Source: an optimization exercise on an open RTL-to-GDS flow (aim: small area, a short achievable clock period and few clock cycles per item). Production flows keep margins and buffers that such runs may drop.
Only simulation tests tie the RTL to the original design; equivalence was not proved.

`flow/design.v`:
```
module muldiv_seq_ctrl_core (
  input  logic [63:0] i_val,
  output logic [5:0]  o_pos,
  output logic        o_any
);
  logic [63:0] v0;
  logic [31:0] v1; logic [31:0][0:0] p1;
  logic [15:0] v2; logic [15:0][1:0] p2;
  logic [7:0]  v3; logic [7:0][2:0]  p3;
  logic [3:0]  v4; logic [3:0][3:0]  p4;
  logic [1:0]  v5; logic [1:0][4:0]  p5;
  assign v0 = i_val;
  always_comb begin
    for (int i = 0; i < 32; i++) begin
      v1[i] = v0[2*i+1] | v0[2*i];
      p1[i] = v0[2*i+1];
    end
    for (int i = 0; i < 16; i++) begin
      v2[i] = v1[2*i+1] | v1[2*i];
      p2[i] = v1[2*i+1] ? {1'b1, p1[2*i+1]} : {1'b0, p1[2*i]};
    end
    for (int i = 0; i < 8; i++) begin
      v3[i] = v2[2*i+1] | v2[2*i];
      p3[i] = v2[2*i+1] ? {1'b1, p2[2*i+1]} : {1'b0, p2[2*i]};
    end
    for (int i = 0; i < 4; i++) begin
      v4[i] = v3[2*i+1] | v3[2*i];
      p4[i] = v3[2*i+1] ? {1'b1, p3[2*i+1]} : {1'b0, p3[2*i]};
    end
    for (int i = 0; i < 2; i++) begin
      v5[i] = v4[2*i+1] | v4[2*i];
      p5[i] = v4[2*i+1] ? {1'b1, p4[2*i+1]} : {1'b0, p4[2*i]};
    end
    o_any = v5[1] | v5[0];
    o_pos = v5[1] ? {1'b1, p5[1]} : {1'b0, p5[0]};
  end
endmodule
module muldiv_seq_ctrl (
  input  logic            clk,
  input  logic            rst,
  input  logic            i_op_valid,
  input  logic [2:0]      i_op_code,
  input  logic            i_op_word,
  input  logic [63:0]     i_src1,
  input  logic [63:0]     i_src2,
  input  logic            i_flush,
  output logic            o_stall,
  output logic            o_res_valid,
  output logic [63:0]     o_result
);
  logic        w_div, w_sa_en, w_sb_en;
  logic [64:0] w_a, w_b;            
  assign w_div   = i_op_code[2];
  assign w_sa_en = w_div ? ~i_op_code[0] : (i_op_word | (i_op_code != 3'd3));
  assign w_sb_en = w_div ? ~i_op_code[0] : (i_op_word | ~i_op_code[1]);
  assign w_a = i_op_word ? {{33{w_sa_en & i_src1[31]}}, i_src1[31:0]}
                         : {w_sa_en & i_src1[63], i_src1};
  assign w_b = i_op_word ? {{33{w_sb_en & i_src2[31]}}, i_src2[31:0]}
                         : {w_sb_en & i_src2[63], i_src2};
  logic w_fa16, w_fb16, w_fa32, w_fb32, w_fa64, w_fb64, w_swap, w_m4, w_m8, w_x33;
  assign w_fa16 = (&w_a[64:15]) | ~(|w_a[64:15]);
  assign w_fb16 = (&w_b[64:15]) | ~(|w_b[64:15]);
  assign w_fa32 = (&w_a[64:31]) | ~(|w_a[64:31]);
  assign w_fb32 = (&w_b[64:31]) | ~(|w_b[64:31]);
  assign w_fa64 = w_a[64] == w_a[63];
  assign w_fb64 = w_b[64] == w_b[63];
  assign w_swap = ~w_fb16 & (w_fa16 | (~w_fb32 & (w_fa32 | (~w_fb64 & w_fa64))));
  assign w_m4   = w_fb16 | w_fa16;
  assign w_m8   = ~w_m4 & (w_fb32 | w_fa32);
  assign w_x33  = ~w_fb64 & ~w_fa64;
  logic        w_ld_a;
  logic [63:0] w_lload;
  assign w_ld_a  = w_div | w_swap;
  assign w_lload = w_ld_a ? w_a[63:0] : w_b[63:0];
  logic       w_sa, w_sb, w_bz, w_fix_div, w_anz, w_bnz;
  logic [5:0] w_pos_a, w_pos_b;
  assign w_sa      = w_a[64];
  assign w_sb      = w_b[64];
  assign w_bz      = ~(|w_b[63:0]);
  assign w_fix_div = i_op_code[1] ? w_sa : ((w_sa ^ w_sb) & ~w_bz);
  muldiv_seq_ctrl_core u_lz_a (.i_val(w_a[63:0] ^ {64{w_sa}}), .o_pos(w_pos_a), .o_any(w_anz));
  muldiv_seq_ctrl_core u_lz_b (.i_val(w_b[63:0] ^ {64{w_sb}}), .o_pos(w_pos_b), .o_any(w_bnz));
  logic       r_pre, r_run, r_fix, r_done;    
  logic [6:0] r_cnt;
  logic       r_div, r_inv, r_fixl, r_needfix, r_sa, r_bz, r_word, r_anz;
  logic [5:0] r_pos_a, r_pos_b;
  logic       r_sel_h, r_sel_l, r_sel_hl32, r_sel_hhi, r_sel_lw_hi, r_sel_lw_lo, r_sel_hw;
  logic       r_sel_hl48, r_sel_hhi16, r_sel_lw16;
  logic       r_xs_l, r_xs_nl, r_xs_nh, r_xs_hl, r_xs_h;
  logic       r_y0_one, r_y0_two, r_y0_neg, r_y1_one, r_y1_two, r_y1_neg, r_c0, r_c1;
  logic       r_hs_mul, r_ls_div;
  logic [64:0] r_h;
  logic [63:0] r_l;
  logic [64:0] r_d;
  logic       w_qz;
  localparam int NJ = 5;
  function automatic int dstep(input int j);
    case (j)
      0: dstep = 0;
      1: dstep = 4;
      2: dstep = 17;
      3: dstep = 27;
      4: dstep = 50;
      default: dstep = 64;
    endcase
  endfunction
  logic [6:0]  w_d;
  logic [NJ:0] w_jsel;
  logic [6:0]  w_m;
  assign w_d  = {1'b0, r_pos_a} + {6'd0, r_sa} - {1'b0, r_pos_b};
  assign w_qz = ~r_bz & (w_d[6] | (~r_anz & ~r_sa));
  always_comb begin
    w_jsel = '0;
    if (r_bz)
      w_jsel[NJ] = 1'b1;
    else if (w_qz)
      w_jsel[0] = 1'b1;
    else begin
      w_jsel[NJ] = 1'b1;
      for (int j = NJ - 1; j >= 1; j--)
        if (w_d < 7'(dstep(j))) w_jsel = (NJ+1)'(1) << j;
    end
  end
  always_comb begin
    w_m = '0;
    for (int j = 0; j <= NJ; j++)
      if (w_jsel[j]) w_m = w_m | 7'(dstep(j));
  end
  logic [68:0] w_x, w_pp0, w_pp1, w_cs_s, w_cs_c, w_s;
  logic        w_ge;
  assign w_x = ({69{r_xs_l}}  & {5'b00000, r_l})
             | ({69{r_xs_nl}} & {5'b11111, ~r_l})
             | ({69{r_xs_nh}} & {4'b1111, ~r_h})
             | ({69{r_xs_hl}} & {{3{r_h[64]}}, r_h, r_l[63]})
             | ({69{r_xs_h}}  & {{4{r_h[64]}}, r_h});
  assign w_pp0 = (({69{r_y0_two}} & {{3{r_d[64]}}, r_d, 1'b0})
               |  ({69{r_y0_one}} & {{4{r_d[64]}}, r_d})) ^ {69{r_y0_neg}};
  assign w_pp1 = {((({67{r_y1_two}} & {r_d[64], r_d, 1'b0})
               |   ({67{r_y1_one}} & {{2{r_d[64]}}, r_d})) ^ {67{r_y1_neg}}), {2{r_y1_neg}}};
  assign w_cs_s = w_x ^ w_pp0 ^ w_pp1;
  assign w_cs_c = {(w_x[67:0] & w_pp0[67:0]) | (w_x[67:0] & w_pp1[67:0]) | (w_pp0[67:0] & w_pp1[67:0]), r_c0};
  logic [69:0] w_sum;
  assign w_sum = {w_cs_s, r_c1} + {w_cs_c, r_c1};
  assign w_s   = w_sum[69:1];
  assign w_ge  = ~w_s[68];
  logic [63:0] w_hpre, w_lpre;
  always_comb begin
    w_hpre = '0;
    w_lpre = w_jsel[0] ? r_l : 64'd0;
    for (int j = 1; j <= NJ; j++) begin
      if (w_jsel[j]) begin
        w_hpre = w_hpre | 64'({64'd0, w_s[63:0]} >> dstep(j));
        w_lpre = w_lpre | 64'({w_s[63:0], 64'd0} >> dstep(j));
      end
    end
  end
  logic w_start, w_last;
  logic n_pre, n_run, n_fix, n_done;
  logic c_div, c_fixl, c_inv, c_sa, c_needfix;
  assign w_start = i_op_valid & ~r_pre & ~r_run & ~r_fix & ~r_done;
  assign w_last  = r_cnt == 7'd1;
  assign n_pre  = w_start & w_div;
  assign n_run  = (w_start & ~w_div) | (r_pre & ~w_qz) | (r_run & ~w_last);
  logic w_corr, w_fix;
  assign w_corr = ~w_ge;
  assign w_fix  = r_needfix | (r_div & ~r_fixl);
  assign n_fix  = r_run & w_last & w_fix;
  assign n_done = (r_run & w_last & ~w_fix) | r_fix | (r_pre & w_qz);
  assign c_div     = w_start ? w_div : r_div;
  assign c_fixl    = w_start ? ~i_op_code[1] : r_fixl;
  assign c_inv     = w_start ? ~w_sb : r_inv;
  assign c_sa      = w_start ? w_sa : r_sa;
  assign c_needfix = w_start ? (w_div ? w_fix_div : w_x33) : r_needfix;
  logic [4:0] w_bits;
  logic       b0_one, b0_two, b0_neg, b1_one, b1_two, b1_neg;
  assign w_bits = w_start ? {w_lload[3:0], 1'b0} : r_l[7:3];
  assign b0_one = w_bits[1] ^ w_bits[0];
  assign b0_two = (w_bits[2] & ~w_bits[1] & ~w_bits[0]) | (~w_bits[2] & w_bits[1] & w_bits[0]);
  assign b0_neg = w_bits[2] & ~(w_bits[1] & w_bits[0]);
  assign b1_one = w_bits[3] ^ w_bits[2];
  assign b1_two = (w_bits[4] & ~w_bits[3] & ~w_bits[2]) | (~w_bits[4] & w_bits[3] & w_bits[2]);
  assign b1_neg = w_bits[4] & ~(w_bits[3] & w_bits[2]);
  always_ff @(posedge clk or posedge rst) begin
    if (rst) begin
      r_pre  <= 1'b0;
      r_run  <= 1'b0;
      r_fix  <= 1'b0;
      r_done <= 1'b0;
    end else begin
      r_pre  <= n_pre & ~i_flush;
      r_run  <= n_run & ~i_flush;
      r_fix  <= n_fix & ~i_flush;
      r_done <= n_done & ~i_flush;
    end
  end
  always_ff @(posedge clk) begin
    r_d <= w_ld_a ? w_b : w_a;
    r_xs_l  <= n_pre & ~c_sa;
    r_xs_nl <= (n_pre & c_sa) | (n_fix & c_div & c_fixl);
    r_xs_nh <= n_fix & c_div & ~c_fixl & c_sa;
    r_xs_hl <= n_run & c_div;
    r_xs_h  <= (n_run & ~c_div & ~w_start) | (n_fix & ~c_div) | (n_fix & c_div & ~c_fixl & ~c_sa);
    r_hs_mul <= n_run & ~c_div;
    r_ls_div <= n_run & c_div;
    if (n_run & ~c_div) begin
      r_y0_one <= b0_one;
      r_y0_two <= b0_two;
      r_y0_neg <= b0_neg;
      r_y1_one <= b1_one;
      r_y1_two <= b1_two;
      r_y1_neg <= b1_neg;
      r_c0     <= b0_neg;
      r_c1     <= b1_neg;
    end else if (n_run) begin
      r_y0_one <= 1'b1;
      r_y0_two <= 1'b0;
      r_y0_neg <= (r_pre | w_ge) ? c_inv : ~c_inv;
      r_y1_one <= 1'b0;
      r_y1_two <= 1'b0;
      r_y1_neg <= 1'b0;
      r_c0     <= (r_pre | w_ge) ? c_inv : ~c_inv;
      r_c1     <= 1'b0;
    end else if (n_fix & c_div & ~c_fixl) begin
      r_y0_one <= w_corr;
      r_y0_two <= 1'b0;
      r_y0_neg <= w_corr & (c_sa ? c_inv : ~c_inv);
      r_y1_one <= 1'b0;
      r_y1_two <= 1'b0;
      r_y1_neg <= 1'b0;
      r_c0     <= w_corr ? (c_sa ? c_inv : ~c_inv) : c_sa;
      r_c1     <= w_corr & c_sa;
    end else begin
      r_y0_one <= n_fix & ~c_div;
      r_y0_two <= 1'b0;
      r_y0_neg <= 1'b0;
      r_y1_one <= 1'b0;
      r_y1_two <= 1'b0;
      r_y1_neg <= 1'b0;
      r_c0     <= n_pre ? c_sa : c_div;
      r_c1     <= 1'b0;
    end
    if (w_start) begin
      r_cnt     <= w_m4 ? 7'd4 : (w_m8 ? 7'd8 : 7'd16);
      r_div     <= w_div;
      r_inv     <= ~w_sb;
      r_fixl    <= ~i_op_code[1];
      r_needfix <= w_div ? w_fix_div : w_x33;
      r_sa      <= w_sa;
      r_bz      <= w_bz;
      r_word    <= i_op_word;
      r_anz     <= w_anz;
      r_pos_a   <= w_pos_a;
      r_pos_b   <= w_pos_b;
      r_sel_h     <= 1'b0;
      r_sel_l     <= 1'b0;
      r_sel_hl32  <= 1'b0;
      r_sel_hhi   <= 1'b0;
      r_sel_lw_hi <= 1'b0;
      r_sel_lw_lo <= 1'b0;
      r_sel_hw    <= 1'b0;
      r_sel_hl48  <= 1'b0;
      r_sel_hhi16 <= 1'b0;
      r_sel_lw16  <= 1'b0;
      if (!w_div) begin
        if (i_op_word) begin
          r_sel_lw16  <= w_m4;
          r_sel_lw_hi <= ~w_m4;
        end else if (i_op_code == 3'd0) begin
          r_sel_hl48 <= w_m4;
          r_sel_hl32 <= w_m8;
          r_sel_l    <= ~w_m4 & ~w_m8;
        end else begin
          r_sel_hhi16 <= w_m4;
          r_sel_hhi   <= w_m8;
          r_sel_h     <= ~w_m4 & ~w_m8;
        end
      end else if (w_fix_div || i_op_code[1]) begin
        r_sel_hw <= i_op_word;
        r_sel_h  <= ~i_op_word;
      end else begin
        r_sel_lw_lo <= i_op_word;
        r_sel_l     <= ~i_op_word;
      end
    end else if (r_pre) begin
      r_cnt <= w_m;
      if (w_qz) begin
        r_sel_h     <= 1'b0;
        r_sel_hw    <= 1'b0;
        r_sel_lw_lo <= ~r_fixl & r_word;
        r_sel_l     <= ~r_fixl & ~r_word;
      end
    end else begin
      r_cnt <= r_cnt - 7'd1;
    end
    if (r_pre)
      r_h <= {1'b0, w_hpre};
    else if (r_hs_mul)
      r_h <= w_s[68:4];
    else
      r_h <= w_s[64:0];
    if (w_start)
      r_l <= w_lload;
    else if (r_pre)
      r_l <= w_lpre;
    else if (r_ls_div)
      r_l <= {r_l[62:0], w_ge};
    else
      r_l <= {w_s[3:0], r_l[63:4]};
  end
  always_comb begin
    o_result = '0;
    if (r_sel_h)     o_result = o_result | r_h[63:0];
    if (r_sel_l)     o_result = o_result | r_l;
    if (r_sel_hl32)  o_result = o_result | {r_h[31:0], r_l[63:32]};
    if (r_sel_hhi)   o_result = o_result | {{32{r_h[63]}}, r_h[63:32]};
    if (r_sel_lw_hi) o_result = o_result | {{32{r_l[63]}}, r_l[63:32]};
    if (r_sel_lw_lo) o_result = o_result | {{32{r_l[31]}}, r_l[31:0]};
    if (r_sel_hw)    o_result = o_result | {{32{r_h[31]}}, r_h[31:0]};
    if (r_sel_hl48)  o_result = o_result | {r_h[47:0], r_l[63:48]};
    if (r_sel_hhi16) o_result = o_result | {{48{r_h[63]}}, r_h[63:48]};
    if (r_sel_lw16)  o_result = o_result | {{32{r_h[15]}}, r_h[15:0], r_l[63:48]};
  end
  assign o_res_valid = r_done & ~i_flush;
  assign o_stall     = i_op_valid & ~r_done;
endmodule
```
`flow/config.mk`:
```
export PLATFORM = sky130hd
export DESIGN_NAME = muldiv_seq_ctrl
export DESIGN_NICKNAME = muldiv_seq_ctrl
export VERILOG_FILES = /design/flow/design.v
export SDC_FILE = /design/flow/constraint.sdc
export NUM_CORES = 4
export LEC_CHECK = 0
export CAP_MARGIN = 20
export CORE_MARGIN = 2
export CORE_UTILIZATION = 40
export SLEW_MARGIN = 20
```
`flow/constraint.sdc`:
```
create_clock -name core_clock -period 6.0 [get_ports {clk}]
set_input_delay 1.2000 -clock core_clock [delete_from_list [all_inputs] [get_ports {clk}]]
set_output_delay 1.2000 -clock core_clock [all_outputs]
set_load 0.01 [all_outputs]
```
`flow/standard.sh`:
```
#!/bin/bash
# synth_recipe.tcl (not shown) runs the flow's synth.tcl, then flattens the netlist and writes it again
# the make line also repeats each setting of config.mk as NAME=value (left out here)
make -C /OpenROAD-flow-scripts/flow DESIGN_CONFIG=/design/flow/config.mk WORK_HOME=/design/flow/orfs CLKGATE_MAP_FILE= SYNTH_SCRIPT=/design/flow/synth_recipe.tcl "${@:-finish}"
```
`flow/flow/run.sh`:
```
#!/bin/bash
set -euo pipefail
export BUFFER_PORTS_ARGS="-buffer_cell sky130_fd_sc_hd__buf_2"
bash standard.sh > standard_sh.log 2>&1
```
==> summary.txt, run 1 <==
* Tot GR Track Use at 0.392
* Cells after synthesis at 3,835
* Utilization of the core after routing at 0.454
* Post-route setup slack at 0.168 ns
* Placement row count at 97
* Element type at the critical path start: flop
* Footprint of the multi-input gates at 0.0213 sq mm
* Number of post-CTS setup repair buffers at 0
* DRC Markers at 0
* Synth warnings at 2
* Unrepaired setup endpoints after global routing: no
* Crit-path cells: buf_4 > mux2i_1 > nand3_1 > fa_1 > ha_1 > nand4_1 > or4_1 > o21ai_0 > nor2_1 > o21bai_1 > a21boi_1 > xor2_2 > o221ai_1
* Slew at the pin closest to its max-slew limit at 1.24 ns
* Flip-flop and latch count after synthesis at 249
* Initial Util at 0.405
* Kind of cell adding the most delay to the critical path: compound AO/OA/AOI/OAI gates
* Standard cell area after detailed placement at 0.0306 sq mm
* Iteration-0 DRC count of the detailed router at 6,184
* Initial antenna violation count at 6
* Worst rel slew slack at 0.170
* Via/cell ratio at 6.78
* Fin Clk Skew at 0.0302 ns
* Outcome: complete, no violations
* Hold_ws at 0.511 ns
* Fraction of final layout cells sized beyond drive strength 1 at 0.132
* Post-synthesis cell type with the largest combined area: sky130_fd_sc_hd__dfxtp_1
* Die area at 0.0732 sq mm
* Mean Syn Cell Area at 7.41 sq um
* Register area share after synthesis at 0.185
* Final net count at 4,186
* Buffer cell driving the clock tree root: sky130_fd_sc_hd__clkbuf_16
* Count of filler cells inserted in the layout at 7,211
* Clock tree from TritonCTS: yes
* Peak fanout along the critical path at 39
* Global route overflow at 0
* Global placement routability congestion at 1.08
* Dominant cell by count in the synthesized netlist: sky130_fd_sc_hd__nand2_1
* Fin. max-slew vios at 0
* Most instantiated cells after synthesis: 373 x sky130_fd_sc_hd__nand2_1, 293 x sky130_fd_sc_hd__a21oi_1, 274 x sky130_fd_sc_hd__clkbuf_1, 274 x sky130_fd_sc_hd__nor2_1, 240 x sky130_fd_sc_hd__o21ai_0
* Adder-Cell Fraction of Synth Area at 0.0881
* Total nets after synthesis at 4,129
* Floorplan Core Area at 0.0701 sq mm
* Ys flop type: sky130_fd_sc_hd__dfxtp_1
* Total of endpoints with negative setup slack in the final report at 0
* Count of non-filler cells in the finished layout at 4,858
* Endpoint kind of the worst setup timing path: flop
* Via count of the first global-routing pass at 29,600
* Main combinational cell family by area after synthesis: compound AO/OA/AOI/OAI gates
* Total of buffers placed on input and output ports at 201
* Number of distinct library cells after synthesis at 89
* Instance count after placement with tap cells included at 4,796
* Number of buffers created by CTS at 34
* CTS clock-pin slew for the worst setup and hold paths at 0.06 ns
* Fraction of the mapped netlist area in simple logic gates at 0.191
* Ys async rst share at 0.0161
* Maximum Capacitance Violations at 0
* Finished Cell Area at 0.0318 sq mm
* # hold bufs at CTS at 0
* Maximum operating frequency at 0.171 GHz
* Critical path required time at 6.25 ns
* Min-Delay Path Class: input pin to async pin
* Clock Sinks at 249
* Compound-Gate Fraction of Synth Area at 0.305
* Crit share post-route at 0.972
* Maximum number of pins on one net before global-route repair at 74
* EDFF count, synth at 26
* Wire length of the first global-routing pass at 214,000 um
* Number of iterations in the first detailed-routing pass at 13
* Clock latency on the worst-skew pair at 0.57 ns
* Biggest area contributors in the synthesized netlist: sky130_fd_sc_hd__dfxtp_1 15%, sky130_fd_sc_hd__mux2i_1 7.9%, sky130_fd_sc_hd__a22oi_1 5.7%
* Worst-case setup slack after placement at 0.0360 ns
* Multiplexer share of the synthesized area at 0.0956
* Cell with the largest stage delay on the worst path: sky130_fd_sc_hd__dfxtp_2
* P&R area growth vs syn at 12.0%
* Data arrival time at the worst-slack endpoint at 6.08 ns
* Area share of the largest cell type after synthesis at 0.154
* DPL Wire Length at 116,000 um
* Chip height at 271 um
* Total area of sequential cells at 0.00529 sq mm
* Number of top-level design ports at 202
* Number of buffer and inverter instances along the worst setup path at 1
* # H-tree levels at 2
* Total detailed-routing wirelength at 150,000 um
* Sum Neg Setup Slack at 0 ns
* Stage delay of the slowest cell on the critical path at 0.73 ns
* Xor and xnor area share after synthesis at 0.0663
* Die X-Extent at 271 um
* Maximum clock insertion buffer count at 3
* Number of failing hold endpoints at the final stage at 0
* Synthesized cell area at 0.0284 sq mm
* Drt wl/cell at 30.8 um
* Category of the critical setup timing path: flop to flop
* Vias at 33,000
* Final worst path period need at 5.83 ns
* Remaining antenna violation count at 0
## area by class of cell
type                            instances  area share
Multi-Input combinational cell       3083       0.669
Sequential cell                       249       0.166
Timing Repair Buffer                  371      0.0730
Tap cell                              940      0.0370
Clock buffer                           42      0.0297
Inverter                              153      0.0181
Clock inverter                         19     0.00673
Antenna cell                            1   0.0000787
## repair_timing
item | 4_1_cts | 5_1_grt
resized for setup | 0 | 4
endpoints found under the hold margin | 0 | 0
setup endpoints to repair | 0 | 6
## sequential cells by signal, summed over array words and instances, names as in the netlist, 6 cells and up
register / count
r_h: 65
r_cnt: 7
r_pos_b: 6
r_pos_a: 6
r_l: 64
r_d: 65
## metal layers
| layer | global-route usage | share of wire | up-vias |
|---|---|---|---|
| met4 | 0.188 | 0.063 | 4 |
| met1 | 0.530 | 0.40 | 15600 |
| met3 | 0.144 | 0.15 | 532 |
| li1 | - | - | 14300 |
| met5 | 0 | 0.00018 | - |
| met2 | 0.547 | 0.39 | 2497 |
## layout by cell type, fill, tap and decap left out, types with 147 or more instances in the layout
cell type,count
sky130_fd_sc_hd__buf_4,168
sky130_fd_sc_hd__a22oi_1,216
sky130_fd_sc_hd__mux2i_1,224
sky130_fd_sc_hd__dfxtp_1,208
sky130_fd_sc_hd__inv_1,147
sky130_fd_sc_hd__o21ai_0,240
sky130_fd_sc_hd__nor2_1,273
sky130_fd_sc_hd__a21oi_1,293
sky130_fd_sc_hd__buf_2,200
sky130_fd_sc_hd__nand3_1,153
sky130_fd_sc_hd__nand2_1,373
## final timing paths
kind	slack, ns	to	depth (start not counted)	startpoint
min in group core_clock	0.59	r_done	2	r_fix
max reg2reg	0.17	r_h[5]	13	r_xs_nh
max in group asynchronous	5.32	r_pre	2	rst
min reg2reg	0.59	r_done	2	r_fix
max	0.17	r_h[5]	13	r_xs_nh
min	0.51	r_fix	2	rst
## kinds of logic (layout without fill, tap and decap cells)
kind of cell / Yosys count / after routing
adders and majority gates: 158 / 158
buffers and inverters: 503 / 585
and+or+nand+nor: 1162 / 1162
DFF: 249 / 249
xor gates and xnor gates: 215 / 215
AOI/OAI and AO/OA: 1282 / 1282
other: 0 / 1
muxes: 266 / 266
Testbench counts, summed over its fixed seeds: cycles 42,108, ops 3,200.
==> run 2: changes to the inputs <==
--- a/flow/config.mk
+++ b/flow/config.mk
@@ -9,3 +9,4 @@
 export CORE_MARGIN = 2
-export CORE_UTILIZATION = 40
+export CORE_UTILIZATION = 45
+export SETUP_SLACK_MARGIN = 1.3
 export SLEW_MARGIN = 20
==> run 2 against run 1 <==
  * Sequential cell count is the same
  * Still clean on timing, DRC and antenna
  * Critical path type unchanged
  * First-iteration DRC count shrank 3.7%
  * Utilization grew 8.3 points
  * Critical path depth grew 2
  * Global-route usage grew 8.0 points
  * Count of clock-buffer cells in the layout shrank 3
==> summary.txt, run 2 <==
* Stage delay of the slowest cell on the critical path at 0.57 ns (-0.16 ns)
* Fin. max-slew vios at 0 (unchanged)
* Outcome: complete, no violations
* Final net count at 4,238 (+1.2%)
* Ys flop type: sky130_fd_sc_hd__dfxtp_1
* Maximum Capacitance Violations at 0 (unchanged)
* Setup slack of the most critical reg-to-reg path at 1.20 ns (+1.03 ns)
* Number of failing hold endpoints at the final stage at 0 (unchanged)
* Clock tree from TritonCTS: yes
* # hold bufs at CTS at 0 (unchanged)
* Vias at 34,000 (+3.0%)
* CTS clock-pin slew for the worst setup and hold paths at 0.07 ns (about the same)
* Maximum number of pins on one net before global-route repair at 86 (+16%)
* Total of endpoints with negative setup slack in the final report at 0 (unchanged)
* Biggest area contributors in the synthesized netlist: sky130_fd_sc_hd__dfxtp_1 15%, sky130_fd_sc_hd__mux2i_1 7.9%, sky130_fd_sc_hd__a22oi_1 5.7%
* Maximum clock insertion buffer count at 3 (unchanged)
* Worst rel slew slack at 0.113 (-0.0564)
* Wire length of the first global-routing pass at 221,000 um (+3.5%)
* Number of buffers created by CTS at 31 (-8.8%)
* Number of buffer and inverter instances along the worst setup path at 1 (unchanged)
* Ys async rst share at 0.0161 (unchanged)
* Total nets after synthesis at 4,129 (unchanged)
* Drt wl/cell at 33.3 um (+8.1%)
* Most common cell after layout, fill and taps aside: sky130_fd_sc_hd__nand2_1
* Via count of the first global-routing pass at 30,200 (+2.0%)
* Kind of cell adding the most delay to the critical path: compound AO/OA/AOI/OAI gates
* Chip height at 255 um (-5.6%)
* Area share of the largest cell type after synthesis at 0.154 (unchanged)
* Floorplan Core Area at 0.0627 sq mm (-11%)
* Total of buffers placed on input and output ports at 201 (unchanged)
* Min-Delay Path Class: input pin to async pin
* DPL Wire Length at 118,000 um (+1.8%)
* Critical path required time at 6.51 ns (+0.26 ns)
* Clock latency on the worst-skew pair at 0.65 ns (+0.08 ns)
* Most instantiated cells after synthesis: 373 x sky130_fd_sc_hd__nand2_1, 293 x sky130_fd_sc_hd__a21oi_1, 274 x sky130_fd_sc_hd__clkbuf_1, 274 x sky130_fd_sc_hd__nor2_1, 240 x sky130_fd_sc_hd__o21ai_0
* Remaining antenna violation count at 0 (unchanged)
* Crit-path cells: mux2i_1 > nand3_1 > fa_1 > ha_2 > and4_4 > a21boi_2 > o21ai_1 > a2111oi_4 > nor2_1 > o32ai_2 > buf_4 > xor2_2 > a21oi_1 > o211ai_1 > o31a_1
* Die area at 0.0652 sq mm (-11%)
* Element type at the critical path start: flop
* Total detailed-routing wirelength at 161,000 um (+7.3%)
* Final worst path period need at 4.80 ns (-1.03 ns)
* Slew at the pin closest to its max-slew limit at 1.32 ns (+0.0823 ns)
* Synthesized cell area at 0.0284 sq mm (unchanged)
* Post-synthesis cell type with the largest combined area: sky130_fd_sc_hd__dfxtp_1
* Fraction of final layout cells sized beyond drive strength 1 at 0.194 (+0.0618)
* Cell with the largest stage delay on the worst path: sky130_fd_sc_hd__dfxtp_1
* DRC Markers at 0 (unchanged)
* Flip-flop and latch count after synthesis at 249 (unchanged)
* Data arrival time at the worst-slack endpoint at 5.31 ns (-0.77 ns)
* Hold_ws at 0.435 ns (-0.0760 ns)
* Global placement routability congestion at 1.15 (+6.9%)
* Synth warnings at 2 (unchanged)
* Unrepaired setup endpoints after global routing: yes
* Peak fanout along the critical path at 7 (-82%)
* Sum Neg Setup Slack at 0 ns (unchanged)
* Number of iterations in the first detailed-routing pass at 14 (+1)
* Dominant cell by count in the synthesized netlist: sky130_fd_sc_hd__nand2_1
* Fin Clk Skew at 0.0446 ns (+0.0144 ns)
* Placement row count at 92 (-5.2%)
* P&R area growth vs syn at 18.5%
* Registers with the most flip-flops: r_d x65, r_h x65, r_l x64
* Die X-Extent at 255 um (-5.6%)
* Crit Reg-Reg Endpoint: r_h[2]
* Endpoint kind of the worst setup timing path: flop
* Highest-count cells in the layout ignoring fill and taps: 370 x sky130_fd_sc_hd__nand2_1, 268 x sky130_fd_sc_hd__nor2_1, 253 x sky130_fd_sc_hd__a21oi_1
* Buffer cell driving the clock tree root: sky130_fd_sc_hd__clkbuf_16
* Initial antenna violation count at 4 (-2)
* Number of distinct library cells after synthesis at 89 (unchanged)
* Category of the critical setup timing path: flop to flop
* Via/cell ratio at 7.04 (+3.8%)
* Iteration-0 DRC count of the detailed router at 5,954 (-3.7%)
* Number of cells traversed by the worst register-to-register path at 15 (+2)
* Mean Syn Cell Area at 7.41 sq um (unchanged)
* RR Startpoint: r_h[7]
* Global route overflow at 0 (unchanged)
* Maximum operating frequency at 0.208 GHz (+21%)
* Count of filler cells inserted in the layout at 6,143 (-15%)
* Cells after synthesis at 3,835 (unchanged)
* EDFF count, synth at 26 (unchanged)
* Initial Util at 0.453 (+0.0479)
* Crit share post-route at 0.800 (-0.172)
* Clock Sinks at 249 (unchanged)
* Number of top-level design ports at 202 (unchanged)
* # H-tree levels at 1 (-1)
* Tot GR Track Use at 0.472 (+0.0798)
* Register area share after synthesis at 0.185 (unchanged)
-- run 2: cell counts after synthesis --
Identical to the previous run, type by type.
-- run 2: how the worst max path moves through the flow --
stage | start | end | slack [ns] | depth (start not counted)
final | r_h[7] | r_h[2] | 1.20 | 15
after global routing | r_h[7] | r_h[25] | 1.23 | 15
after CTS | r_xs_nl | r_h[38] | 1.26 | 19
after detailed placement | r_y1_neg | r_h[5] | 0.20 | 13
after global placement | r_y1_neg | r_y0_neg | 0.17 | 19
after floorplan | r_y1_neg | r_h[7] | 1.31 | 18
-- run 2: cell type report --
type,instances,area (sq um),area share
inverter,153,577,0.0171
sequential,249,5360,0.159
multi-input combinational,3083,22300,0.664
timing repair buffer,426,3160,0.0939
clock buffer,39,856,0.0254
tap,846,1060,0.0314
clock inverter,19,292,0.00866
antenna,8,20.0,0.000595
-- run 2: cell families after synthesis --
group / after synthesis / synth area share
xor+xnor: 215 / 0.0663
buf+inv: 503 / 0.0685
flops: 249 / 0.185
fa+ha+maj: 158 / 0.0881
compound gates: 1282 / 0.305
mux: 266 / 0.0956
simple gates: 1162 / 0.191
-- run 2: metal layers --
layer | wire length (um) | global-route usage | share of wire | vias to the layer above
met4 | 13200 | 0.293 | 0.082 | 4
met2 | 62100 | 0.645 | 0.39 | 2725
met5 | 51 | 0.00451 | 0.00032 | -
li1 | - | - | - | 14500
met1 | 59700 | 0.590 | 0.37 | 16100
met3 | 25600 | 0.228 | 0.16 | 688
-- run 2: timing repair --
item,CTS,global route
resized for setup,101,210
buffers inserted,17,45
pin swaps,4,28
setup endpoints to repair,98,98
gates cloned,3,5
-- run 2: per-stage QoR --
stage          setup slack [ns]  area, sq um  instances  utilization
6_report                   1.20        33700       4823        0.537
3_5_place_dp              0.199        30400       4687        0.485
2_1_floorplan              1.31        28400       3835            -
4_1_cts                    1.26        32300       4765        0.514
5_1_grt                    1.23        33600       4815        0.536
3_3_place_gp              0.173        30400       4687        0.485

## what the ideal ports hide
In the flow no input, the clock included, has a driving cell. The finished layouts below were timed again as built, in two steps.
Step 1, drivers: a clkbuf_16 drives clk and a buf_2 each remaining input, both assumed.
Step 2 times the ports against the registers' clock, not the clock port: input delays grow and output delays shrink by t, the midpoint of the rising clock arrivals with the driver on.
Three values: ideal ports, drivers, drivers and shift; two values: the first two.
| run | shift t [ns] | setup WS [ns] | clock arrival spread, ns |
|---|---|---|---|
| run 1 | 0.623 | 0.168 / 0.168 / 0.168 | 0.031 / 0.031 |
| run 2 | 0.694 | 1.197 / 1.197 / 0.718 | 0.045 / 0.044 |
After both steps every run listed still meets setup and hold. The setup slack of run 2, which loses most, moves by 0.000 ns with the drivers and by -0.479 ns with both steps.
